Background: an optimization exercise with open tools, aiming at small area, a short achievable clock period and few clock cycles per item. Do not read the settings as production practice.
Function was checked by simulation only, so behaviour that the tests miss may differ from the original.
Power figures rest on the tool's default switching activity, not on a simulated workload.

`design.v`:
```
package eav_pkg;
    localparam int DATA_W    = 32;               
    localparam int STEP_W    = 31;               
    localparam int RATIO_W   = 8;
    localparam int GAP_W     = 16;
    localparam int CFG_IDX_W = 2;
    localparam int M_DATA_W  = 64;
    localparam logic signed [DATA_W-1:0] MIN_VALUE_RST   = '0;
    localparam logic signed [DATA_W-1:0] MAX_VALUE_RST   = DATA_W'(10000);
    localparam logic [RATIO_W-1:0]       ACCEL_RATIO_RST = RATIO_W'(5);
    localparam logic [GAP_W-1:0]         ACCEL_GAP_RST   = GAP_W'(10);
    localparam logic [1:0] PH_FIRST = 2'd0;      
    localparam logic [1:0] PH_CH    = 2'd1;      
    localparam logic [1:0] PH_GROW  = 2'd2;      
    localparam logic [1:0] PH_DIV   = 2'd3;      
endpackage
module eav_padd #(
    parameter int W = 32
) (
    input  logic [W-1:0] a,
    input  logic [W-1:0] b,
    input  logic         cin,
    output logic [W-1:0] sum
);
    localparam int L = $clog2(W);
    logic [W-1:0] g, p, gg, pp, gn, pn;
    always_comb begin
        p  = a ^ b;
        g  = a & b;
        gg = g;
        pp = p;
        gg[0] = g[0] | (p[0] & cin);
        for (int l = 0; l < L; l++) begin
            gn = gg;
            pn = pp;
            for (int i = 0; i < W; i++) begin
                if ((i >> l) & 1) begin
                    gn[i] = gg[i] | (pp[i] & gg[((i >> l) << l) - 1]);
                    pn[i] = pp[i] & pp[((i >> l) << l) - 1];
                end
            end
            gg = gn;
            pp = pn;
        end
        sum = p ^ {gg[W-2:0], cin};
    end
endmodule
module eav_csign #(
    parameter int W = 32
) (
    input  logic [W-1:0] a,
    input  logic [W-1:0] b,
    input  logic [W-1:0] c,
    input  logic         cin,
    output logic         sign
);
    logic [W-1:0] s, k, sum;
    assign s = a ^ b ^ c;
    assign k = {((a[W-2:0] & b[W-2:0]) | (a[W-2:0] & c[W-2:0]) | (b[W-2:0] & c[W-2:0])), 1'b0};
    eav_padd #(.W(W)) u_add (.a(s), .b(k), .cin(cin), .sum(sum));
    assign sign = sum[W-1];
endmodule
module eav_benc (
    input  logic [7:0] b,
    output logic [3:0] one,
    output logic [3:0] two,
    output logic [3:0] neg,
    output logic       top,
    output logic       nz
);
    logic [8:0] bx;
    assign bx = {b, 1'b0};
    for (genvar k = 0; k < 4; k++) begin : g_dig
        assign one[k] = bx[2*k+1] ^ bx[2*k];
        assign two[k] = (bx[2*k+2] & !bx[2*k+1] & !bx[2*k]) | (!bx[2*k+2] & bx[2*k+1] & bx[2*k]);
        assign neg[k] = bx[2*k+2];
    end
    assign top = b[7];
    assign nz  = (b != 8'd0);
endmodule
module eav_mac #(
    parameter int W = 42
) (
    input  logic [32:0]  a,
    input  logic [3:0]   one,
    input  logic [3:0]   two,
    input  logic [3:0]   neg,
    input  logic         top,
    input  logic [W-1:0] x,
    output logic [W-1:0] s,
    output logic [W-1:0] c
);
    logic [W-1:0] r [0:13];
    logic [W-1:0] a1, a2;
    assign a1 = W'($signed(a));
    assign a2 = a1 << 1;
    for (genvar k = 0; k < 4; k++) begin : g_booth
        logic [W-1:0] m;
        assign m = ((a1 & {W{one[k]}}) | (a2 & {W{two[k]}})) ^ {W{neg[k]}};
        if (k == 0) begin : g_first
            assign r[k] = m;
        end else begin : g_rest
            assign r[k] = (m << (2*k)) | (W'(neg[k-1]) << (2*k-2));
        end
    end
    assign r[4] = ((a1 & {W{top}}) << 8) | (W'(neg[3]) << 6);
    assign r[5] = x;
    for (genvar k = 0; k < 4; k++) begin : g_csa
        assign r[6+2*k] = r[3*k] ^ r[3*k+1] ^ r[3*k+2];
        assign r[7+2*k] = ((r[3*k] & r[3*k+1]) | (r[3*k] & r[3*k+2])
                         | (r[3*k+1] & r[3*k+2])) << 1;
    end
    assign s = r[12];
    assign c = r[13];
endmodule
module eav_divk #(
    parameter int K = 2
) (
    input  logic [7:0]  ratio,
    input  logic [7:0]  rem_in,
    input  logic [31:0] quo_in,
    output logic [7:0]  rem_out,
    output logic [31:0] quo_out
);
    logic [7:0]  r [0:K];
    logic [31:0] q [0:K];
    assign r[0] = rem_in;
    assign q[0] = quo_in;
    for (genvar k = 0; k < K; k++) begin : g_step
        logic [9:0] t;
        eav_padd #(.W(10)) u_sub (
            .a   ({1'b0, r[k], q[k][31]}),
            .b   (~{2'b00, ratio}),
            .cin (1'b1),
            .sum (t)
        );
        assign r[k+1] = t[9] ? {r[k][6:0], q[k][31]} : t[7:0];
        assign q[k+1] = {q[k][30:0], !t[9]};
    end
    assign rem_out = r[K];
    assign quo_out = q[K];
endmodule
import eav_pkg::*;
module eav_dp (
    input  logic                          aclk,
    input  logic                          aresetn,
    input  logic                          cfg_valid,
    input  logic [eav_pkg::CFG_IDX_W-1:0] cfg_index,
    input  logic [eav_pkg::DATA_W-1:0]    cfg_data,
    input  logic                          s_tvalid,
    output logic                          s_tready,
    input  logic [eav_pkg::DATA_W-1:0]    s_tdata,
    input  logic                          s_tuser,
    output logic                          m_tvalid,
    input  logic                          m_tready,
    output logic [eav_pkg::M_DATA_W-1:0]  m_tdata,
    output logic                          m_tuser
);
    localparam logic [31:0] HI = 32'h7FFF_FFFF;
    localparam logic [31:0] LO = 32'h8000_0000;
    logic [31:0]  min_r, max_r;
    logic [7:0]   ratio_r;
    logic [15:0]  gap_r;
    logic [31:0]  last_r;        
    logic [31:0]  acc_r;
    logic [30:0]  step_r;
    logic         vcf_r;         
    logic [31:0]  vt_r;
    logic         clamped_r;
    logic         mv_r;
    logic         b2_v, b2_t, b2_z;
    logic [32:0]  b2_d;
    logic         ib_v, ib_t, ib_z;
    logic [32:0]  ib_d;          
    logic         dneg, dovf;    
    logic [1:0]   pc;            
    logic [1:0]   ph;
    logic [32:0]  tacc;          
    logic [7:0]   rem_r;
    logic [3:0]   cnt_r;
    logic         f_pos, f_tk1, f_gch, f_grow, f_div;
    logic [3:0]   b_one, b_two, b_neg;
    logic         b_top, b_nz;
    logic         min_is_lo, max_is_hi, min_gt_max, max_lt1, ratio_ge2, ratio_z;
    logic [30:0]  maxc;          
    assign min_is_lo = (min_r == LO);
    assign max_is_hi = (max_r == HI);
    eav_csign #(.W(33)) u_mgt (
        .a({max_r[31], max_r}), .b(~{min_r[31], min_r}), .c(33'd0), .cin(1'b1), .sign(min_gt_max)
    );
    assign max_lt1    = max_r[31] || (max_r == 32'd0);
    assign maxc       = max_lt1 ? 31'd1 : max_r[30:0];
    assign ratio_ge2  = (ratio_r[7:1] != 7'd0);
    assign ratio_z    = (ratio_r == 8'd0);
    logic [41:0]  mac_x, mac_s, mac_c, v;
    assign mac_x = ({42{f_pos}} & {{10{acc_r[31]}}, acc_r})
                 | ({42{f_gch}} & {9'd0, tacc});
    eav_mac #(.W(42)) u_mac (
        .a(ib_d), .one(b_one), .two(b_two), .neg(b_neg), .top(b_top),
        .x(mac_x), .s(mac_s), .c(mac_c)
    );
    eav_padd #(.W(42)) u_vsum (.a(mac_s), .b(mac_c), .cin(1'b0), .sum(v));
    logic [31:0] vc, moved;
    logic [32:0] dvc, dtv;
    assign vc = acc_r | {32{vcf_r}};
    eav_padd #(.W(33)) u_dvc (.a({vc[31], vc}), .b(~{vt_r[31], vt_r}), .cin(1'b1), .sum(dvc));
    eav_padd #(.W(33)) u_dtv (.a({vt_r[31], vt_r}), .b(~{vc[31], vc}), .cin(1'b1), .sum(dtv));
    assign moved = dvc[32] ? dtv[31:0] : dvc[31:0];
    logic [41:0] cmp_y;
    logic        lo_neg, hi_neg, tk_lt;
    assign cmp_y = f_pos ? {{10{min_r[31]}}, min_r} : {10'd0, moved};
    eav_csign #(.W(42)) u_lo (
        .a(mac_s), .b(mac_c), .c(~cmp_y), .cin(!f_grow), .sign(lo_neg)
    );
    assign tk_lt = lo_neg;
    eav_csign #(.W(42)) u_hi (
        .a(mac_s), .b(mac_c), .c(~{{10{max_r[31]}}, max_r}), .cin(1'b0), .sign(hi_neg)
    );
    logic [30:0] shz;
    logic [32:0] shd;
    logic        shrink;
    assign shz = f_grow ? maxc : step_r;
    eav_padd #(.W(33)) u_shr (.a({1'b0, moved}), .b(~{2'b00, shz}), .cin(1'b1), .sum(shd));
    assign shrink = shd[32];
    logic        last_ch, force_sat;
    always_comb begin
        case (pc)
            2'd0: last_ch = (step_r[30:8] == '0);
            2'd1: last_ch = (step_r[30:16] == '0);
            2'd2: last_ch = (step_r[30:24] == '0);
            default: last_ch = 1'b1;
        endcase
    end
    assign force_sat = dovf && b_nz;
    logic        over, under, lo_hit, hi_hit, pos_last;
    logic [31:0] sat, fin;
    assign pos_last = last_ch || ib_z;
    assign over  = force_sat ? !dneg : (!v[41] && (v[40:31] != '0));
    assign under = force_sat ?  dneg : ( v[41] && (v[40:31] != '1));
    assign sat   = over ? HI : under ? LO : v[31:0];
    assign lo_hit = under ? !min_is_lo : (over ? 1'b0 : lo_neg);
    assign hi_hit = lo_hit ? min_gt_max : (over ? !max_is_hi : (under ? 1'b0 : !hi_neg));
    assign fin   = hi_hit ? max_r : (lo_hit ? min_r : sat);
    logic [7:0]  rem_d;
    logic [31:0] quo_d;
    eav_divk #(.K(2)) u_div (.ratio(ratio_r), .rem_in(rem_r), .quo_in(tacc[31:0]), .rem_out(rem_d), .quo_out(quo_d));
    logic        step_ge_ratio, maxc_ge_ratio;
    assign step_ge_ratio = (step_r[30:9] != '0) || (step_r[8:0] >= {ratio_r, 1'b0});
    assign maxc_ge_ratio = (maxc[30:9] != '0) || (maxc[8:0] >= {ratio_r, 1'b0});
    logic        go, t_fin, t_div, t_grow, t_chunk;
    logic        s_one, s_maxc, s_v, s_quo;
    logic [30:0] dvd;
    assign go = ib_v && (!mv_r || m_tready);
    always_comb begin
        t_fin   = 1'b0;
        t_div   = 1'b0;
        t_grow  = 1'b0;
        t_chunk = 1'b0;
        s_one   = 1'b0;
        s_maxc  = 1'b0;
        s_v     = 1'b0;
        s_quo   = 1'b0;
        dvd     = step_r;
        if (!ib_t) begin
            if (pos_last && !ib_z && (lo_hit || hi_hit))
                s_one = 1'b1;
        end else if (f_tk1 || f_gch) begin
            if (!last_ch) begin
                t_chunk = 1'b1;
            end else if (tk_lt && !force_sat) begin
                t_grow = 1'b1;
            end else if (shrink && ratio_ge2) begin
                if (step_ge_ratio) begin
                    t_div = 1'b1;
                end else begin
                    s_one = 1'b1;
                    t_fin = 1'b1;
                end
            end else begin
                t_fin = 1'b1;
            end
        end else if (f_grow) begin
            dvd = maxc;
            if (!hi_neg) begin
                if (shrink && ratio_ge2) begin
                    if (maxc_ge_ratio) begin
                        t_div = 1'b1;
                    end else begin
                        s_one = 1'b1;
                        t_fin = 1'b1;
                    end
                end else begin
                    s_maxc = 1'b1;
                    t_fin  = 1'b1;
                end
            end else begin
                t_fin = 1'b1;
                if (ratio_z)
                    s_one = 1'b1;
                else if (ratio_ge2 && tk_lt)
                    s_v = 1'b1;
            end
        end else begin
            if (cnt_r == 4'd0) begin
                t_fin = 1'b1;
                if (quo_d == 32'd0)
                    s_one = 1'b1;
                else
                    s_quo = 1'b1;
            end
        end
        if (!go) begin
            s_one  = 1'b0;
            s_maxc = 1'b0;
            s_v    = 1'b0;
            s_quo  = 1'b0;
        end
    end
    logic [2:0]  dvd_c;
    logic [31:0] dvd_w, dvd_sh;
    assign dvd_w = {1'b0, dvd};
    always_comb begin
        dvd_c = 3'd0;
        for (int k = 1; k < 8; k++)
            if (dvd_w[4*k +: 4] != 4'd0)
                dvd_c = 3'(k);
        dvd_sh = dvd_w << (4 * (7 - dvd_c));
    end
    logic        fin_item, leave, take, ib_load, load_b2;
    logic [32:0] d_in, new_d;
    logic        new_z;
    assign fin_item = ib_t ? t_fin : pos_last;
    assign leave    = go && fin_item;
    assign s_tready = !b2_v;
    assign take     = s_tvalid && !b2_v;
    eav_padd #(.W(33)) u_d (.a({s_tdata[31], s_tdata}), .b(~{last_r[31], last_r}), .cin(1'b1), .sum(d_in));
    assign new_d = s_tuser ? {17'd0, gap_r} : d_in;
    assign new_z = (s_tdata == last_r);
    assign ib_load = !ib_v || leave;
    logic        ib_v_n, ib_t_n;
    logic [1:0]  pc_n, ph_n;
    logic [30:0] step_n;
    always_comb begin
        ib_v_n = ib_v;
        ib_t_n = ib_t;
        pc_n   = pc;
        ph_n   = ph;
        if (ib_load) begin
            ib_v_n = b2_v || take;
            ib_t_n = b2_v ? b2_t : s_tuser;
            pc_n   = 2'd0;
            ph_n   = PH_FIRST;
        end else if (go) begin
            if (!ib_t || t_chunk) begin
                pc_n = pc + 2'd1;
                ph_n = PH_CH;
            end else if (t_grow) begin
                pc_n = 2'd0;
                ph_n = PH_GROW;
            end else if (t_div) begin
                ph_n = PH_DIV;
            end
        end
        step_n = ({31{s_one}} & 31'd1) | ({31{s_maxc}} & maxc)
               | ({31{s_v}} & v[30:0]) | ({31{s_quo}} & quo_d[30:0])
               | ({31{!(s_one || s_maxc || s_v || s_quo)}} & step_r);
    end
    logic [3:0] e_one [0:7], e_two [0:7], e_neg [0:7];
    logic       e_top [0:7], e_nz [0:7];
    logic [7:0] e_val [0:7];
    assign e_val[0] = step_r[7:0];
    assign e_val[1] = step_r[15:8];
    assign e_val[2] = step_r[23:16];
    assign e_val[3] = {1'b0, step_r[30:24]};
    assign e_val[4] = ratio_r;
    assign e_val[5] = maxc[7:0];
    assign e_val[6] = v[7:0];
    assign e_val[7] = quo_d[7:0];
    for (genvar k = 0; k < 8; k++) begin : g_enc
        eav_benc u_enc (
            .b(e_val[k]), .one(e_one[k]), .two(e_two[k]), .neg(e_neg[k]),
            .top(e_top[k]), .nz(e_nz[k])
        );
    end
    logic [7:0] esel;
    always_comb begin
        esel = 8'd0;
        if (ph_n == PH_GROW)
            esel[4] = 1'b1;
        else if (pc_n != 2'd0)
            esel[pc_n] = 1'b1;
        else if (!(s_one || s_maxc || s_v || s_quo))
            esel[0] = 1'b1;
        else begin
            esel[5] = s_maxc;
            esel[6] = s_v;
            esel[7] = s_quo;
        end
    end
    logic [3:0] nb_one, nb_two, nb_neg;
    logic       nb_top, nb_nz;
    always_comb begin
        nb_one = {3'd0, s_one && (ph_n != PH_GROW) && (pc_n == 2'd0)};
        nb_two = '0;
        nb_neg = '0;
        nb_top = 1'b0;
        nb_nz  = s_one && (ph_n != PH_GROW) && (pc_n == 2'd0);
        for (int k = 0; k < 8; k++) begin
            nb_one = nb_one | ({4{esel[k]}} & e_one[k]);
            nb_two = nb_two | ({4{esel[k]}} & e_two[k]);
            nb_neg = nb_neg | ({4{esel[k]}} & e_neg[k]);
            nb_top = nb_top | (esel[k] & e_top[k]);
            nb_nz  = nb_nz  | (esel[k] & e_nz[k]);
        end
    end
    always_ff @(posedge aclk) begin
        if (!aresetn) begin
            min_r     <= MIN_VALUE_RST;
            max_r     <= MAX_VALUE_RST;
            ratio_r   <= ACCEL_RATIO_RST;
            gap_r     <= ACCEL_GAP_RST;
            last_r    <= '1;
            acc_r     <= '0;
            step_r    <= 31'd1;
            vcf_r     <= 1'b1;
            vt_r      <= '1;
            clamped_r <= 1'b0;
            mv_r      <= 1'b0;
            b2_v      <= 1'b0;
            ib_v      <= 1'b0;
            ph        <= PH_FIRST;
            pc        <= 2'd0;
            f_pos     <= 1'b0;
            f_tk1     <= 1'b0;
            f_gch     <= 1'b0;
            f_grow    <= 1'b0;
            f_div     <= 1'b0;
            b_one     <= 4'b0001;
            b_two     <= 4'd0;
            b_neg     <= 4'd0;
            b_top     <= 1'b0;
            b_nz      <= 1'b1;
        end else begin
            if (cfg_valid) begin
                case (cfg_index)
                    2'd0: min_r   <= cfg_data;
                    2'd1: max_r   <= cfg_data;
                    2'd2: ratio_r <= cfg_data[7:0];
                    default: gap_r <= cfg_data[15:0];
                endcase
            end
            ib_v   <= ib_v_n;
            ib_t   <= ib_t_n;
            pc     <= pc_n;
            ph     <= ph_n;
            step_r <= step_n;
            f_pos  <= ib_v_n && !ib_t_n;
            f_tk1  <= ib_v_n &&  ib_t_n && (ph_n == PH_FIRST);
            f_gch  <= ib_v_n &&  ib_t_n && (ph_n == PH_CH);
            f_grow <= ib_v_n && (ph_n == PH_GROW);
            f_div  <= ib_v_n && (ph_n == PH_DIV);
            b_one  <= nb_one;
            b_two  <= nb_two;
            b_neg  <= nb_neg;
            b_top  <= nb_top;
            b_nz   <= nb_nz;
            if (m_tready)
                mv_r <= 1'b0;
            if (take && !s_tuser)
                last_r <= s_tdata;
            if (take) begin
                b2_t <= s_tuser;
                b2_z <= new_z;
                b2_d <= new_d;
            end
            b2_v <= (b2_v || take) && !ib_load;
            if (ib_load) begin
                ib_z <= b2_v ? b2_z : new_z;
                ib_d <= b2_v ? b2_d : new_d;
                dneg <= b2_v ? b2_d[32] : new_d[32];
                dovf <= 1'b0;
            end
            if (go) begin
                if (fin_item)
                    mv_r <= 1'b1;
                else
                    mv_r <= 1'b0;
            end
            if (go && !ib_t) begin
                if (pos_last) begin
                    clamped_r <= 1'b0;
                    if (!ib_z) begin
                        acc_r     <= fin;
                        vcf_r     <= 1'b0;
                        clamped_r <= lo_hit || hi_hit;
                    end
                end else begin
                    acc_r <= sat;
                end
            end
            if (go && !ib_load && (!ib_t || t_chunk)) begin
                if (ib_d[32:24] != {9{ib_d[32]}}) begin
                    ib_d <= '0;
                    dovf <= 1'b1;
                end else begin
                    ib_d <= {ib_d[24:0], 8'd0};
                end
            end
            if (go && ib_t) begin
                if (t_fin) begin
                    clamped_r <= 1'b0;
                    vt_r      <= vc;
                end
                if (t_chunk)
                    tacc <= (v[41:32] != '0) ? 33'h1_0000_0000 : {1'b0, v[31:0]};
                if (t_grow)
                    ib_d <= {2'b00, step_r};
                if (t_div) begin
                    tacc  <= {1'b0, dvd_sh};
                    rem_r <= 8'd0;
                    cnt_r <= {dvd_c, 1'b1};
                end else if (f_div && !t_fin) begin
                    tacc  <= {1'b0, quo_d};
                    rem_r <= rem_d;
                    cnt_r <= cnt_r - 4'd1;
                end
            end
        end
    end
    assign m_tvalid = mv_r;
    assign m_tdata  = {1'b0, step_r, acc_r};
    assign m_tuser  = clamped_r;
endmodule
import eav_pkg::*;
module encoder_accelerated_value (
    input  logic                          aclk,
    input  logic                          aresetn,
    input  logic                          cfg_valid,
    output logic                          cfg_ready,
    input  logic [eav_pkg::CFG_IDX_W-1:0] cfg_index,
    input  logic [eav_pkg::DATA_W-1:0]    cfg_data,
    input  logic                          s_tvalid,
    output logic                          s_tready,
    input  logic [eav_pkg::DATA_W-1:0]    s_tdata,   
    input  logic                          s_tuser,   
    output logic                          m_tvalid,
    input  logic                          m_tready,
    output logic [eav_pkg::M_DATA_W-1:0]  m_tdata,   
    output logic                          m_tuser    
);
    assign cfg_ready = 1'b1;
    eav_dp u_dp (
        .aclk      (aclk),
        .aresetn   (aresetn),
        .cfg_valid (cfg_valid),
        .cfg_index (cfg_index),
        .cfg_data  (cfg_data),
        .s_tvalid  (s_tvalid),
        .s_tready  (s_tready),
        .s_tdata   (s_tdata),
        .s_tuser   (s_tuser),
        .m_tvalid  (m_tvalid),
        .m_tready  (m_tready),
        .m_tdata   (m_tdata),
        .m_tuser   (m_tuser)
    );
endmodule
```
`run.sh`:
```
#!/bin/bash
# synth_recipe.tcl (not shown) runs the flow's synth.tcl, then flattens the netlist and writes it again
# the make line also repeats each setting of config.mk as NAME=value (left out here)
make -C /OpenROAD-flow-scripts/flow DESIGN_CONFIG=/design/flow/config.mk WORK_HOME=/design/flow/orfs CLKGATE_MAP_FILE= SYNTH_SCRIPT=/design/flow/synth_recipe.tcl finish
```
`config.mk`:
```
export PLATFORM = sky130hd
export DESIGN_NAME = encoder_accelerated_value
export DESIGN_NICKNAME = encoder_accelerated_value
export VERILOG_FILES = /design/flow/design.v
export SDC_FILE = /design/flow/constraint.sdc
export NUM_CORES = 4
export LEC_CHECK = 0
export ABC_AREA = 1
export CAP_MARGIN = 20
export CORE_MARGIN = 2
export CORE_UTILIZATION = 40
export SETUP_SLACK_MARGIN = 4
export SLEW_MARGIN = 20
```
`constraint.sdc`:
```
create_clock -name core_clock -period 10.0 [get_ports {aclk}]
set_input_delay 2.0000 -clock core_clock [delete_from_list [all_inputs] [get_ports {aclk}]]
set_output_delay 2.0000 -clock core_clock [all_outputs]
set_load 0.01 [all_outputs]
```
==> impl_metrics.ini, run 1 <==
[run_status]
outcome = timing/DRC/antenna clean

[global_routing]
grt_pass1_wl_mm = 257
antenna_found_initial = 8
globalRouteOverflowTotal = 0
grt_pass1_vias = 38400
grt_max_degree = 84
grt_usage_pct = 35.0

[cells_and_area]
area_delta_synth_final_pct = 32.7
final_common_cell = nand2_1
fillers = 8967
most-common-layout-cells = 865 x nand2_1, 681 x inv_1, 349 x o21ai_0
nets = 6331
drive_above_1_share_pct = 21.9

[setup_path]
r2r-start = u_dp.b_one[3]
r2r-end = u_dp.b_two[2]
r2r_setup_slack_ns = 2.78
cp_max_fo = 4
rr_worst_depth = 40
crit_arrival_ns = 7.80
required_ns = 10.58
crit_type = reg -> reg
max_stage_delay_ns = 0.69
critPathCaptureType = flip-flop
worstSetupStartpointType = flip-flop
crit_top_cell = nand2_1
cpMaxStageDelayCell = fa_2

[synthesis]
seq_area_frac_synth_pct = 21.7
synth_seq_cells = 359
synth.distinct_cells = 60
syn_inst = 5272
syn_avg_cell_area_sq_um = 7.32
async_flop_share_pct = 0
synth_warnings = 16
syn-cell-area_sq_um = 38600
synth_edf_count = 117
synth_flop_cell = dfxtp_1
synthesis.nets = 5955

[power_and_ir_drop]
leakagePower_uw = 0.0232
powerDensity_nw_per_um2 = 193
max-vdd-ir-drop_v = 0.000112
power.total_uw = 9890

[sta]
hold_viol = 0
setup-tns-final_ns = 0
relSlewSlack_pct = 26.7
worst_pin_slew_ns = 1.10
rsz0062_at_grt = yes
drv_slew = 0
period_share_pct = 72.2
period_needed_ns = 7.22
fin_skew_ns = 0.0521
fmax_mhz = 138
setup_viol = 0

[clock_network]
htreeDepth = 2
clock_latency_ns = 0.66
cts_root_buf = clkbuf_16
clock_path_buffers = 3
cts.clk_slew.worst_paths_ns = 0.06
clock-sinks = 359
ctsHoldBuffers = 0
cts_tree = yes
numCtsBuffers = 46

[min_path]
holdCritPathClass = reg -> reg
worstHoldEndpoint = u_dp.gap_r[12]
hold_depth = 2
hold_start = u_dp.gap_r[12]

[routing]
num_vias = 41400
drc = 0
drt-total-wl_mm = 180
dr.pass1.iters = 8
detail_route.wl_per_cell_um = 26.0
drt_iter0_markers = 5050
vias_per_cell = 5.96
drtAntennaViolNets = 0

[floorplanning]
placement_rows = 113
die_area_sq_um = 99000
die_x_um = 315
initial_utilization_pct = 40.5
design.portCount = 140
die-height_um = 315
core_area_sq_um = 95300

[placed_design]
gp_congestion = 1.07
hpwl_mm = 130
port_buffers = 137

[run]
maxCapViolations = 0
==> repair_timing <==
action                     4_1_cts  5_1_grt
setup endpoints to repair      248      248
pin swaps                      204      228
buffers inserted               195      105
gates resized for setup        727      416
cloned                          38       13
==> area by class of cell <==
| type | count | area (sq um) | area share (%) |
|---|---|---|---|
| Sequential cell | 359 | 8400 | 16.4 |
| Timing Repair Buffer | 559 | 6420 | 12.5 |
| Timing Repair inverter | 6 | 48.8 | 0.0953 |
| Clock inverter | 18 | 121 | 0.237 |
| Clock buffer | 67 | 1390 | 2.70 |
| Antenna cell | 2 | 5.00 | 0.00977 |
| Inverter | 802 | 3150 | 6.15 |
| Tap cell | 1265 | 1580 | 3.09 |
| Multi-Input combinational cell | 3874 | 30100 | 58.8 |
==> cells in the mapped netlist (4+ instances only) <==
| library cell | count | share of area, % |
|---|---|---|
| o21ai_1 | 24 | 0.31 |
| o211ai_1 | 130 | 2.5 |
| o22ai_1 | 146 | 2.4 |
| nand4_1 | 70 | 1.1 |
| inv_1 | 770 | 7.5 |
| a41oi_1 | 17 | 0.39 |
| o221ai_1 | 16 | 0.36 |
| nand3_2 | 4 | 0.10 |
| fa_1 | 242 | 13 |
| a21oi_1 | 345 | 4.5 |
| o31ai_1 | 8 | 0.16 |
| dfxtp_1 | 242 | 13 |
| a31oi_1 | 39 | 0.63 |
| nand2_2 | 13 | 0.21 |
| nor2_2 | 5 | 0.081 |
| o21ai_0 | 440 | 5.7 |
| a221oi_1 | 13 | 0.30 |
| nand3_1 | 204 | 2.6 |
| nor4_1 | 22 | 0.36 |
| ha_1 | 369 | 12 |
| mux2i_1 | 4 | 0.10 |
| edfxtp_1 | 117 | 9.1 |
| buf_4 | 11 | 0.21 |
| a211oi_1 | 22 | 0.43 |
| o311ai_0 | 8 | 0.18 |
| xor2_1 | 182 | 4.1 |
| buf_1 | 20 | 0.19 |
| buf_6 | 7 | 0.20 |
| nand3b_1 | 14 | 0.27 |
| nand2_1 | 995 | 9.7 |
| inv_2 | 12 | 0.12 |
| o21bai_1 | 11 | 0.21 |
| a22oi_1 | 25 | 0.49 |
| or2_2 | 6 | 0.097 |
| nor3b_1 | 4 | 0.078 |
| a21o_1 | 25 | 0.49 |
| clkbuf_1 | 180 | 1.8 |
| clkinv_1 | 20 | 0.19 |
| nor3_1 | 46 | 0.60 |
| xnor2_1 | 23 | 0.52 |
| buf_2 | 22 | 0.29 |
| nor2_1 | 364 | 3.5 |
| o21a_1 | 6 | 0.12 |
==> report_power, final <==
group | total, uW | switching, uW | internal [uW]
registers | 1730 | 121 | 1600
clock network | 1730 | 748 | 986
logic | 6430 | 3750 | 2680
==> per-layer routing <==
layer  routed length [um]  vias to the layer above  global-route usage, %  share of wire [%]
met5                   71                        -                 0.0484              0.039
met4                14700                       10                   22.7                8.1
met3                20600                      628                   8.17                 11
met2                74300                     2565                   50.8                 41
met1                70900                    19700                   46.7                 39
li1                     -                    18500                      -                  -
==> registers in the layout, indices dropped and copies added (netlist names), 2 cells and up <==
signal	cells
u_dp.b2_d	33
u_dp.ib_d	33
u_dp.tacc	33
u_dp.acc_r	32
u_dp.last_r	32
u_dp.max_r	32
u_dp.min_r	32
u_dp.vt_r	32
u_dp.step_r	31
u_dp.gap_r	16
u_dp.ratio_r	8
u_dp.rem_r	8
u_dp.b_one	4
u_dp.b_two	4
u_dp.cnt_r	4
u_dp.b_neg	3
u_dp.pc	2
u_dp.ph	2
==> through the flow <==
step	instance area (sq um)	std cells	util, %	setup WS, ns	hold slack (ns)
after floorplan	39000	5272	-	3.70	0.425
after global placement	41400	6513	43.5	1.23	0.437
after detailed placement	41400	6514	43.5	1.43	0.439
after CTS	48300	6832	50.7	3.09	0.449
after global routing	51200	6951	53.8	2.56	0.471
final	51200	6952	53.8	2.78	0.447
==> worst max-delay path by stage <==
stage	cells after the start	end	slack [ns]	from
after floorplan	56	u_dp.b_one[2]	3.70	u_dp.vcf_r
after global placement	26	u_dp.f_gch	1.23	u_dp.b_neg[2]
after detailed placement	49	u_dp.b_one[1]	1.43	u_dp.vcf_r
after CTS	47	u_dp.b_neg[0]	3.09	u_dp.vcf_r
after global routing	52	u_dp.b_neg[2]	2.56	u_dp.vcf_r
final	40	u_dp.b_two[2]	2.78	u_dp.b_one[3]
==> critical path, delay by kind of cell, from the launching register on <==
kind / cells / cell delay (ns)
DFF: 1 / 0.41
adders and majority gates: 6 / 2.73
AOI/OAI and AO/OA: 3 / 0.37
xor gates and xnor gates: 1 / 0.12
buffers and inverters: 11 / 1.30
and+or+nand+nor: 19 / 2.24
==> logic make-up after synthesis <==
logic type / count (synthesis) / share of synthesized area, %
AOI/OAI and AO/OA: 1289 / 19.5
xor gates and xnor gates: 205 / 4.65
adders and majority gates: 611 / 24.5
buffers and inverters: 1042 / 10.4
DFF: 359 / 21.7
muxes: 4 / 0.104
other: 2 / 0.0195
and+or+nand+nor: 1760 / 19.1
Testbench counts, summed over its fixed seeds: cycles 6,037, items 4,800.
==> run 2: changes to the inputs <==
--- a/design.v
+++ b/design.v
@@ -183,2 +183,3 @@
     logic         b_top, b_nz;
+    logic [7:0]   b_raw;         
     logic         min_is_lo, max_is_hi, min_gt_max, max_lt1, ratio_ge2, ratio_z;
@@ -194,6 +195,6 @@
     assign ratio_z    = (ratio_r == 8'd0);
-    logic [41:0]  mac_x, mac_s, mac_c, v;
-    assign mac_x = ({42{f_pos}} & {{10{acc_r[31]}}, acc_r})
-                 | ({42{f_gch}} & {9'd0, tacc});
-    eav_mac #(.W(42)) u_mac (
+    logic [35:0]  mac_x, mac_s, mac_c, v;
+    assign mac_x = ({36{f_pos}} & {{4{acc_r[31]}}, acc_r})
+                 | ({36{f_gch}} & {3'd0, tacc});
+    eav_mac #(.W(36)) u_mac (
         .a(ib_d), .one(b_one), .two(b_two), .neg(b_neg), .top(b_top),
@@ -201,3 +202,3 @@
     );
-    eav_padd #(.W(42)) u_vsum (.a(mac_s), .b(mac_c), .cin(1'b0), .sum(v));
+    eav_padd #(.W(36)) u_vsum (.a(mac_s), .b(mac_c), .cin(1'b0), .sum(v));
     logic [31:0] vc, moved;
@@ -208,6 +209,6 @@
     assign moved = dvc[32] ? dtv[31:0] : dvc[31:0];
-    logic [41:0] cmp_y;
+    logic [35:0] cmp_y;
     logic        lo_neg, hi_neg, tk_lt;
-    assign cmp_y = f_pos ? {{10{min_r[31]}}, min_r} : {10'd0, moved};
-    eav_csign #(.W(42)) u_lo (
+    assign cmp_y = f_pos ? {{4{min_r[31]}}, min_r} : {4'd0, moved};
+    eav_csign #(.W(36)) u_lo (
         .a(mac_s), .b(mac_c), .c(~cmp_y), .cin(!f_grow), .sign(lo_neg)
@@ -215,4 +216,4 @@
     assign tk_lt = lo_neg;
-    eav_csign #(.W(42)) u_hi (
-        .a(mac_s), .b(mac_c), .c(~{{10{max_r[31]}}, max_r}), .cin(1'b0), .sign(hi_neg)
+    eav_csign #(.W(36)) u_hi (
+        .a(mac_s), .b(mac_c), .c(~{{4{max_r[31]}}, max_r}), .cin(1'b0), .sign(hi_neg)
     );
@@ -233,3 +234,13 @@
     end
-    assign force_sat = dovf && b_nz;
+    logic        big;
+    logic [31:0] anz;            
+    always_comb begin
+        anz[31] = ib_d[31] ^ ib_d[32];
+        for (int k = 30; k >= 0; k--)
+            anz[k] = anz[k+1] | (ib_d[k] ^ ib_d[32]);
+        big = 1'b0;
+        for (int j = 1; j < 8; j++)
+            big = big | (b_raw[j] & anz[32-j]);
+    end
+    assign force_sat = (dovf && b_nz) || big;
     logic        over, under, lo_hit, hi_hit, pos_last;
@@ -237,4 +248,4 @@
     assign pos_last = last_ch || ib_z;
-    assign over  = force_sat ? !dneg : (!v[41] && (v[40:31] != '0));
-    assign under = force_sat ?  dneg : ( v[41] && (v[40:31] != '1));
+    assign over  = force_sat ? !dneg : (!v[35] && (v[34:31] != '0));
+    assign under = force_sat ?  dneg : ( v[35] && (v[34:31] != '1));
     assign sat   = over ? HI : under ? LO : v[31:0];
@@ -283,3 +294,3 @@
             dvd = maxc;
-            if (!hi_neg) begin
+            if (!hi_neg || big) begin
                 if (shrink && ratio_ge2) begin
@@ -401,2 +412,3 @@
     logic       nb_top, nb_nz;
+    logic [7:0] nb_raw;
     always_comb begin
@@ -407,2 +419,3 @@
         nb_nz  = s_one && (ph_n != PH_GROW) && (pc_n == 2'd0);
+        nb_raw = {7'd0, nb_nz};
         for (int k = 0; k < 8; k++) begin
@@ -413,2 +426,3 @@
             nb_nz  = nb_nz  | (esel[k] & e_nz[k]);
+            nb_raw = nb_raw | ({8{esel[k]}} & e_val[k]);
         end
@@ -442,2 +456,3 @@
             b_nz      <= 1'b1;
+            b_raw     <= 8'd1;
         end else begin
@@ -466,2 +481,3 @@
             b_nz   <= nb_nz;
+            b_raw  <= nb_raw;
             if (m_tready)
@@ -514,3 +530,3 @@
                 if (t_chunk)
-                    tacc <= (v[41:32] != '0) ? 33'h1_0000_0000 : {1'b0, v[31:0]};
+                    tacc <= (force_sat || v[35:32] != '0) ? 33'h1_0000_0000 : {1'b0, v[31:0]};
                 if (t_grow)
==> run 2 against run 1 <==
Effect of this change: sequential power about the same; via count decreased by 0.91%; combinational power increased by 3%; non-clock buffer count decreased by 52; register-to-register slack improved by 0.19 ns; clock power increased by 16%; worst hold slack improved by 0.0050 ns; still clean; synthesized cell count decreased by 2.3%; utilization decreased by 0.28 points; cell area decreased by 2.6%; worst setup slack improved by 0.19 ns; critical path depth decreased by 3.
==> impl_metrics.ini, run 2 <==
[routing]
drc = 0
num_vias = 41000
dr.pass1.iters = 8
detail_route.wl_per_cell_um = 27.3
vias_per_cell = 6.04
drt-total-wl_mm = 186
drtAntennaViolNets = 0
drt_iter0_markers = 5551

[setup_path]
cp_max_fo = 15
r2r_setup_slack_ns = 2.97
worstSetupStartpointType = flip-flop
max_stage_delay_ns = 0.52
crit_top_cell = inv_1
crit_arrival_ns = 7.56
required_ns = 10.52
cpMaxStageDelayCell = fa_1
crit_type = reg -> reg
critPathCaptureType = flip-flop

[global_routing]
grt_max_degree = 84
globalRouteOverflowTotal = 0
grt_pass1_vias = 38500
grt_usage_pct = 36.6
grt_pass1_wl_mm = 264
antenna_found_initial = 10

[floorplanning]
die_area_sq_um = 96600
die_x_um = 311
initial_utilization_pct = 40.3
core_area_sq_um = 93300
die-height_um = 311
design.portCount = 140
placement_rows = 112

[run]
maxCapViolations = 0

[sta]
rsz0062_at_grt = yes
period_needed_ns = 7.03
setup-tns-final_ns = 0
relSlewSlack_pct = 16.8
hold_viol = 0
period_share_pct = 70.3
fin_hold_ws_ns = 0.452
fin_skew_ns = 0.0326
drv_slew = 0
setup_viol = 0
fmax_mhz = 142
worst_pin_slew_ns = 1.24

[synthesis]
synth_warnings = 16
syn_inst = 5153
synth_largest_area_cell = dfxtp_1
synth_seq_cells = 362
synth_edf_count = 117
synthesis.nets = 5785
yosys-top-cells-count = 1001 x nand2_1, 700 x inv_1, 464 x o21ai_0
synthTopCellsByArea = dfxtp_1 13%, ha_1 12%, fa_1 11%
synth_top_area_share_pct = 13.0
syn-cell-area_sq_um = 37600
synth_flop_cell = dfxtp_1
syn_avg_cell_area_sq_um = 7.30
synth.distinct_cells = 69
async_flop_share_pct = 0
synth_most_common_cell = nand2_1
seq_area_frac_synth_pct = 22.4

[run_status]
outcome = timing/DRC/antenna clean

[cells_and_area]
area_delta_synth_final_pct = 32.6
reg_top3 = u_dp.b2_d (33), u_dp.ib_d (33), u_dp.tacc (33)
drive_above_1_share_pct = 21.3
most-common-layout-cells = 880 x nand2_1, 635 x inv_1, 336 x o21ai_0
nets = 6127
utilization_pct = 53.5
final_common_cell = nand2_1

[clock_network]
cts_root_buf = clkbuf_16
clock-sinks = 362
cts.clk_slew.worst_paths_ns = 0.07
clock_latency_ns = 0.65
htreeDepth = 2
ctsHoldBuffers = 0
cts_tree = yes
clock_path_buffers = 3
numCtsBuffers = 49

[placed_design]
port_buffers = 137
hpwl_mm = 132
gp_congestion = 1.06

[power_and_ir_drop]
leakagePower_uw = 0.0226
powerDensity_nw_per_um2 = 208
max-vdd-ir-drop_v = 0.000157

[min_path]
holdCritPathClass = reg -> reg
run 2: per-layer routing:
| metal | GRT usage [%] | wire, um |
|---|---|---|
| met2 | 52.8 | 75300 |
| met1 | 48.9 | 72400 |
| met4 | 24.2 | 15500 |
| met3 | 8.21 | 22400 |
| met5 | 0 | 207 |
run 2: critical path, delay by kind of cell (launching register included):
family          cells  cell delay [ns]
fa+ha+maj           6             2.51
simple gates       15             1.53
buf+inv            10             0.96
compound gates      6             1.55
flops               1             0.34
run 2: metrics by stage:
stage               total power [uW]  cells  instance area, sq um  setup WS (ns)
floorplan                       4860   5153                 38200           3.85
global placement                6270   6376                 40500           1.08
detailed placement              6310   6376                 40500           1.14
CTS                             9610   6707                 47600           3.13
global route                   10900   6790                 49900           2.70
finish                         10400   6794                 49900           2.97
run 2: worst paths after layout:
check            startpoint        endpoint  depth (start not counted)
min          u_dp.gap_r[13]  u_dp.gap_r[13]                          2
max reg2reg      u_dp.f_gch   u_dp.b_one[2]                         37
max              u_dp.f_gch   u_dp.b_one[2]                         37
min reg2reg  u_dp.gap_r[13]  u_dp.gap_r[13]                          2
run 2: timing repair:
item,4_1_cts,5_1_grt
buffers inserted,186,68
pin swaps,160,183
endpoints found under the setup margin,251,251
resized for setup,737,358
cloned,53,14
run 2: power by group:
| group | total, uW | switching, uW | leakage [uW] | internal [uW] |
|---|---|---|---|---|
| combinational | 6600 | 3990 | 0.0186 | 2610 |
| sequential | 1760 | 127 | 0.00312 | 1630 |
| clock | 2000 | 811 | 0.000874 | 1190 |
run 2: cells by family (layout without fill, tap and decap cells):
logic type	after synthesis	after routing	share of synthesized area, %
mux	6	6	0.163
other cells	2	6	0.0200
buf+inv	983	1355	10.2
fa+ha+maj	560	560	22.8
simple gates	1754	1765	19.8
compound gates	1291	1291	20.1
flops	362	362	22.4
xor+xnor	195	195	4.56
run 2: cell type report:
| class | count | area [sq um] |
|---|---|---|
| fill | 8893 | 43400 |
| multi-input combinational | 3819 | 28900 |
| sequential | 362 | 8440 |
| timing repair buffer | 507 | 6070 |
| inverter | 745 | 2980 |
| tap | 1254 | 1570 |
| clock buffer | 63 | 1410 |
| clock inverter | 29 | 384 |
| timing repair inverter | 11 | 156 |
| antenna | 4 | 10.0 |
Testbench counts of run 2, summed over its fixed seeds: cycles 6,037, items 4,800.
==> run 3: changes to the inputs <==
--- a/config.mk
+++ b/config.mk
@@ -11,3 +11,3 @@
 export CORE_UTILIZATION = 40
-export SETUP_SLACK_MARGIN = 4
+export SETUP_SLACK_MARGIN = 2
 export SLEW_MARGIN = 20
==> run 3 against run 2 <==
Effect of this change: via count fell by 7.2%; utilization decreased by 7.7 points; global-route usage is 2.7 points lower; die area unchanged; count of clock-buffer cells in the layout is 2 lower; worst hold slack got worse by 0.0043 ns; clock skew is 0.057 ns higher; combinational power fell by 26%; final cell count decreased by 3.9%; largest power group unchanged; sequential power about the same; fmax down 9.0%.
==> impl_metrics.ini, run 3 <==
[synthesis]
async_flop_share_pct = 0
syn_inst = 5153
syn_avg_cell_area_sq_um = 7.30
synthesis.nets = 5785
syn-cell-area_sq_um = 37600
synth.distinct_cells = 69
seq_area_frac_synth_pct = 22.4
synth_seq_cells = 362
synthTopCellsByArea = dfxtp_1 13%, ha_1 12%, fa_1 11%
synth_edf_count = 117
synth_warnings = 16
yosys-top-cells-count = 1001 x nand2_1, 700 x inv_1, 464 x o21ai_0
synth_largest_area_cell = dfxtp_1
synth_top_area_share_pct = 13.0
synth_flop_cell = dfxtp_1
synth_most_common_cell = nand2_1

[sta]
hold_viol = 0
setup-tns-final_ns = 0
rsz0062_at_grt = yes
period_needed_ns = 7.73
fmax_mhz = 129
setup_slack_ns = 2.27
worst_pin_slew_ns = 1.19
period_share_pct = 77.3
fin_skew_ns = 0.0895
drv_slew = 0
setup_viol = 0
relSlewSlack_pct = 19.9

[floorplanning]
initial_utilization_pct = 40.3
die_area_sq_um = 96600
design.portCount = 140
placement_rows = 112
die-height_um = 311
core_area_sq_um = 93300
die_x_um = 311

[routing]
vias_per_cell = 5.83
drc = 0
drt-total-wl_mm = 169
num_vias = 38100
drt_iter0_markers = 4234
drtAntennaViolNets = 0
detail_route.wl_per_cell_um = 25.9
dr.pass1.iters = 8

[power_and_ir_drop]
max-vdd-ir-drop_v = 0.000135
leakagePower_uw = 0.0199
power.total_uw = 8500
powerDensity_nw_per_um2 = 199

[clock_network]
cts_tree = yes
cts_root_buf = clkbuf_16
htreeDepth = 2
ctsHoldBuffers = 0
numCtsBuffers = 47
clock_path_buffers = 3
clock_latency_ns = 0.66
clock-sinks = 362
cts.clk_slew.worst_paths_ns = 0.06

[cells_and_area]
reg_top3 = u_dp.b2_d (33), u_dp.ib_d (33), u_dp.tacc (33)
most-common-layout-cells = 993 x nand2_1, 690 x inv_1, 448 x o21ai_0
nets = 5868
final_common_cell = nand2_1
area_delta_synth_final_pct = 13.6
drive_above_1_share_pct = 8.15
fillers = 9678

[setup_path]
crit_arrival_ns = 8.08
max_stage_delay_ns = 0.44
critPathCaptureType = flip-flop
cpLargestDelayFamily = simple AND/OR/NAND/NOR gates
crit_type = reg -> reg
crit_buf_inv = 9
worstSetupStartpointType = flip-flop
required_ns = 10.34
cp_max_fo = 36
crit_top_cell = nand2_1
cpMaxStageDelayCell = fa_1

[global_routing]
globalRouteOverflowTotal = 0
grt_max_degree = 67
grt_pass1_wl_mm = 245
grt_usage_pct = 33.9
grt_pass1_vias = 36300
antenna_found_initial = 3

[placed_design]
port_buffers = 137
gp_congestion = 1.02
dpl_worst_slack_ns = 1.23
hpwl_mm = 135

[min_path]
holdCritPathClass = reg -> reg

[run_status]
outcome = timing/DRC/antenna clean

[run]
maxCapViolations = 0
run 3: cell counts after synthesis:
No cell type changed its count.
run 3: timing repair:
item / in CTS / in global routing
setup endpoints to repair: 202 / 212
hold endpoints to repair: 0 / 0
pin swaps: 1 / 20
buffers inserted: 8 / 34
gates resized for setup: 26 / 117
cloned: 0 / 3
run 3: cell type report:
cell class	count	area (sq um)	area share, %
timing repair buffer	269	2450	5.72
clock buffer	61	1300	3.04
inverter	745	2840	6.65
clock inverter	27	328	0.767
multi-input combinational	3811	25800	60.4
sequential	362	8430	19.7
antenna	1	2.50	0.00585
tap	1254	1570	3.67
run 3: metrics by stage:
step	instances	cell area [sq um]	hold WS [ns]	utilization (%)
after floorplan	5153	37600	0.425	-
after global placement	6396	40300	0.437	43.1
after detailed placement	6396	40300	0.439	43.1
after CTS	6492	42100	0.448	45.1
after global routing	6529	42800	0.489	45.8
final	6530	42800	0.448	45.8
run 3: routing by layer:
layer	up-vias	share of wire, %	GRT usage, %
met5	-	0.026	0
met4	6	6.8	20.0
met3	449	9.1	6.34
met2	1860	43	51.4
met1	18300	41	45.1
li1	17500	-	-
run 3: path summary, 6_finish.rpt:
path	slack, ns	end	cells past startpoint	start
setup reg to reg	2.27	u_dp.tacc[26]	42	u_dp.vcf_r
hold / removal	0.45	u_dp.gap_r[13]	2	u_dp.gap_r[13]
setup / recovery	2.27	u_dp.tacc[26]	42	u_dp.vcf_r
hold reg to reg	0.45	u_dp.gap_r[13]	2	u_dp.gap_r[13]
run 3: where the power goes:
| group | total, uW | switching [uW] | internal [uW] |
|---|---|---|---|
| sequential | 1750 | 125 | 1630 |
| combinational | 4900 | 3220 | 1690 |
| clock | 1840 | 784 | 1050 |
| total | 8500 | 4130 | 4370 |
run 3: cell families after synthesis:
group / share of synthesized area (%)
fa+ha+maj: 22.8
buf+inv: 10.2
simple gates: 19.8
xor+xnor: 4.56
mux: 0.163
flops: 22.4
compound gates: 20.1
other cells: 0.0200
run 3: tightest hold or removal path: stages, from the launching register on:
cell,delay [ns]
dfxtp_1,0.29
inv_1,0.05
a21oi_1,0.05
==> run 4: changes to the inputs <==
--- a/config.mk
+++ b/config.mk
@@ -11,3 +11,4 @@
 export CORE_UTILIZATION = 40
-export SETUP_SLACK_MARGIN = 2
+export SETUP_SLACK_MARGIN = 4
 export SLEW_MARGIN = 20
+export TNS_END_PERCENT = 10
==> run 4 against run 3 <==
Effect of this change: clock skew shrank 0.046 ns; final cell count grew 2.3%; worst hold slack lost 0.00076 ns; worst setup slack gained 0.66 ns; still clean; routed wire length grew 1.8%; largest cell class unchanged; critical path depth shrank 9; fmax grew 9.3%; critical endpoint is now u_dp.b_nz; first-iteration DRC count grew 14%; synthesized cell count is the same.
==> impl_metrics.ini, run 4 <==
[run_status]
outcome = timing/DRC/antenna clean

[synthesis]
async_flop_share_pct = 0
synth_top_area_share_pct = 13.0
syn_avg_cell_area_sq_um = 7.30
synth_largest_area_cell = dfxtp_1
synth.distinct_cells = 69
synth_flop_cell = dfxtp_1
yosys-top-cells-count = 1001 x nand2_1, 700 x inv_1, 464 x o21ai_0
synth_seq_cells = 362
seq_area_frac_synth_pct = 22.4
synth_edf_count = 117
synthTopCellsByArea = dfxtp_1 13%, ha_1 12%, fa_1 11%
synth_most_common_cell = nand2_1
synth_warnings = 16
syn_inst = 5153
synthesis.nets = 5785
syn-cell-area_sq_um = 37600

[global_routing]
grt_max_degree = 85
grt_usage_pct = 34.2
grt_pass1_wl_mm = 248
globalRouteOverflowTotal = 0
antenna_found_initial = 7
grt_pass1_vias = 37100

[sta]
rsz0062_at_grt = yes
setup_viol = 0
relSlewSlack_pct = 13.1
setup_slack_ns = 2.93
setup-tns-final_ns = 0
fin_skew_ns = 0.0438
fmax_mhz = 141
hold_viol = 0
period_share_pct = 70.7
worst_pin_slew_ns = 1.29
drv_slew = 0
period_needed_ns = 7.07

[clock_network]
clock_path_buffers = 3
cts_tree = yes
numCtsBuffers = 49
htreeDepth = 2
clock-sinks = 362
ctsHoldBuffers = 0
cts_root_buf = clkbuf_16
clock_latency_ns = 0.63
cts.clk_slew.worst_paths_ns = 0.06

[setup_path]
crit_type = reg -> reg
cpMaxStageDelayCell = fa_2
required_ns = 10.48
max_stage_delay_ns = 0.67
crit_arrival_ns = 7.56
critPathCaptureType = flip-flop
worstSetupStartpointType = flip-flop
cp_max_fo = 12

[cells_and_area]
reg_top3 = u_dp.b2_d (33), u_dp.ib_d (33), u_dp.tacc (33)
postLayoutCellArea_sq_um = 46000
nets = 6014
drive_above_1_share_pct = 15.9
most-common-layout-cells = 931 x nand2_1, 636 x inv_1, 423 x o21ai_0
final_common_cell = nand2_1
area_delta_synth_final_pct = 22.3

[placed_design]
hpwl_mm = 129
dpl_worst_slack_ns = 1.28
port_buffers = 137
gp_congestion = 1.09
placed_area_sq_um = 40400

[power_and_ir_drop]
max-vdd-ir-drop_v = 0.000146
powerDensity_nw_per_um2 = 200
power.total_uw = 9200
leakagePower_uw = 0.0210

[routing]
drc = 0
met1Wirelength_mm = 68.7
drt-total-wl_mm = 172
dr_wl_met3_mm = 17.9
dr.pass1.iters = 6
detail_route.wl_per_cell_um = 25.8
vias_per_cell = 5.92
drt_iter0_markers = 4833
drtAntennaViolNets = 0
num_vias = 39600
met2WireLength_mm = 71.7
top_layer_used = met5

[floorplanning]
die_area_sq_um = 96600
design.portCount = 140
core_area_sq_um = 93300
placement_rows = 112
die-height_um = 311
die_x_um = 311
initial_utilization_pct = 40.3

[run]
maxCapViolations = 0

[min_path]
holdCritPathClass = reg -> reg
-- run 4: cell counts after synthesis --
Identical to the previous run, type by type.
-- run 4: worst max-delay path, delay by kind of cell (launching register included) --
kind	cells	cell delay (ns)
flops	1	0.38
compound gates	5	1.03
simple gates	15	1.91
buf+inv	7	1.03
fa+ha+maj	5	2.47
xor+xnor	1	0.11
-- run 4: final cells by class --
| cell class | count | area (sq um) |
|---|---|---|
| fillers | 9324 | 47300 |
| repair inverters | 4 | 32.5 |
| clock buffers | 72 | 1380 |
| diodes | 1 | 2.50 |
| well taps | 1254 | 1570 |
| repair buffers | 408 | 4010 |
| clock inverters | 19 | 138 |
| inverters | 745 | 2890 |
| flip-flops and latches | 362 | 8450 |
| multi-input cells | 3812 | 27500 |
-- run 4: cell families after synthesis --
kind of cell | Yosys count | synth area share, %
other | 2 | 0.0200
muxes | 6 | 0.163
AOI/OAI and AO/OA | 1291 | 20.1
and+or+nand+nor | 1754 | 19.8
adders and majority gates | 560 | 22.8
DFF | 362 | 22.4
buffers and inverters | 983 | 10.2
xor gates and xnor gates | 195 | 4.56
-- run 4: per-stage QoR --
stage / util, % / instances / hold WS (ns)
2_1_floorplan: - / 5153 / 0.425
3_3_place_gp: 43.3 / 6379 / 0.437
3_5_place_dp: 43.3 / 6379 / 0.442
4_1_cts: 48.1 / 6623 / 0.451
5_1_grt: 49.3 / 6677 / 0.478
6_report: 49.3 / 6677 / 0.447
-- run 4: what timing repair did --
| action | 4_1_cts | 5_1_grt |
|---|---|---|
| pin swaps | 80 | 111 |
| gates resized for setup | 391 | 170 |
| buffers inserted | 137 | 51 |
| endpoints found under the setup margin | 251 | 251 |
| gates cloned | 16 | 2 |
-- run 4: final timing paths --
path                     to            from  slack (ns)  cells past startpoint
max               u_dp.b_nz   u_dp.b_one[1]        2.93                     33
min          u_dp.gap_r[10]  u_dp.gap_r[10]        0.45                      2
max reg2reg       u_dp.b_nz   u_dp.b_one[1]        2.93                     33
min reg2reg  u_dp.gap_r[10]  u_dp.gap_r[10]        0.45                      2
-- run 4: power by group --
part,internal (uW),leakage (uW),switching (uW)
clock network,961,0.000746,762
registers,1630,0.00312,125
logic,2160,0.0172,3570
-- run 4: layer usage --
| layer | vias up | GRT usage, % |
|---|---|---|
| met1 | 18900 | 46.0 |
| met2 | 2344 | 50.3 |
| met4 | 8 | 22.8 |
| met5 | - | 0 |
| met3 | 523 | 6.00 |
| li1 | 17800 | - |

## afterwards: timing with drivers on the ports
How much do the figures lean on ideal ports? The routed layouts below were timed once more, with nothing changed but the port constraints.
Step 1 (the two cells are an assumption about what drives the block):
set clk [get_ports {aclk}]
set_driving_cell -lib_cell sky130_fd_sc_hd__clkbuf_16 $clk
set_driving_cell -lib_cell sky130_fd_sc_hd__buf_2 [delete_from_list [all_inputs] $clk]
Step 2 also shifts input and output timing later by t, the mid clock arrival at the registers, as if the neighbouring blocks saw the same clock.
Slacks: ideal / step 1 / step 2; pairs: ideal / step 1.
| run | t, ns | setup slack, ns | hold WS [ns] | worst setup path at the end | worst slew at a driven data input, ns |
|---|---|---|---|---|---|
| run 1 | 0.703 | 2.779 / 2.779 / 2.779 | 0.447 / 0.447 / 0.447 | register to register | 0.04 |
| run 2 | 0.709 | 2.969 / 2.969 / 2.969 | 0.452 / 0.452 / 0.452 | register to register | 0.05 |
| run 3 | 0.690 | 2.269 / 2.269 / 2.269 | 0.448 / 0.448 / 0.448 | register to register | 0.05 |
| run 4 | 0.682 | 2.925 / 2.925 / 2.925 | 0.447 / 0.447 / 0.447 | register to register | 0.05 |
After both steps every run listed still meets setup and hold.
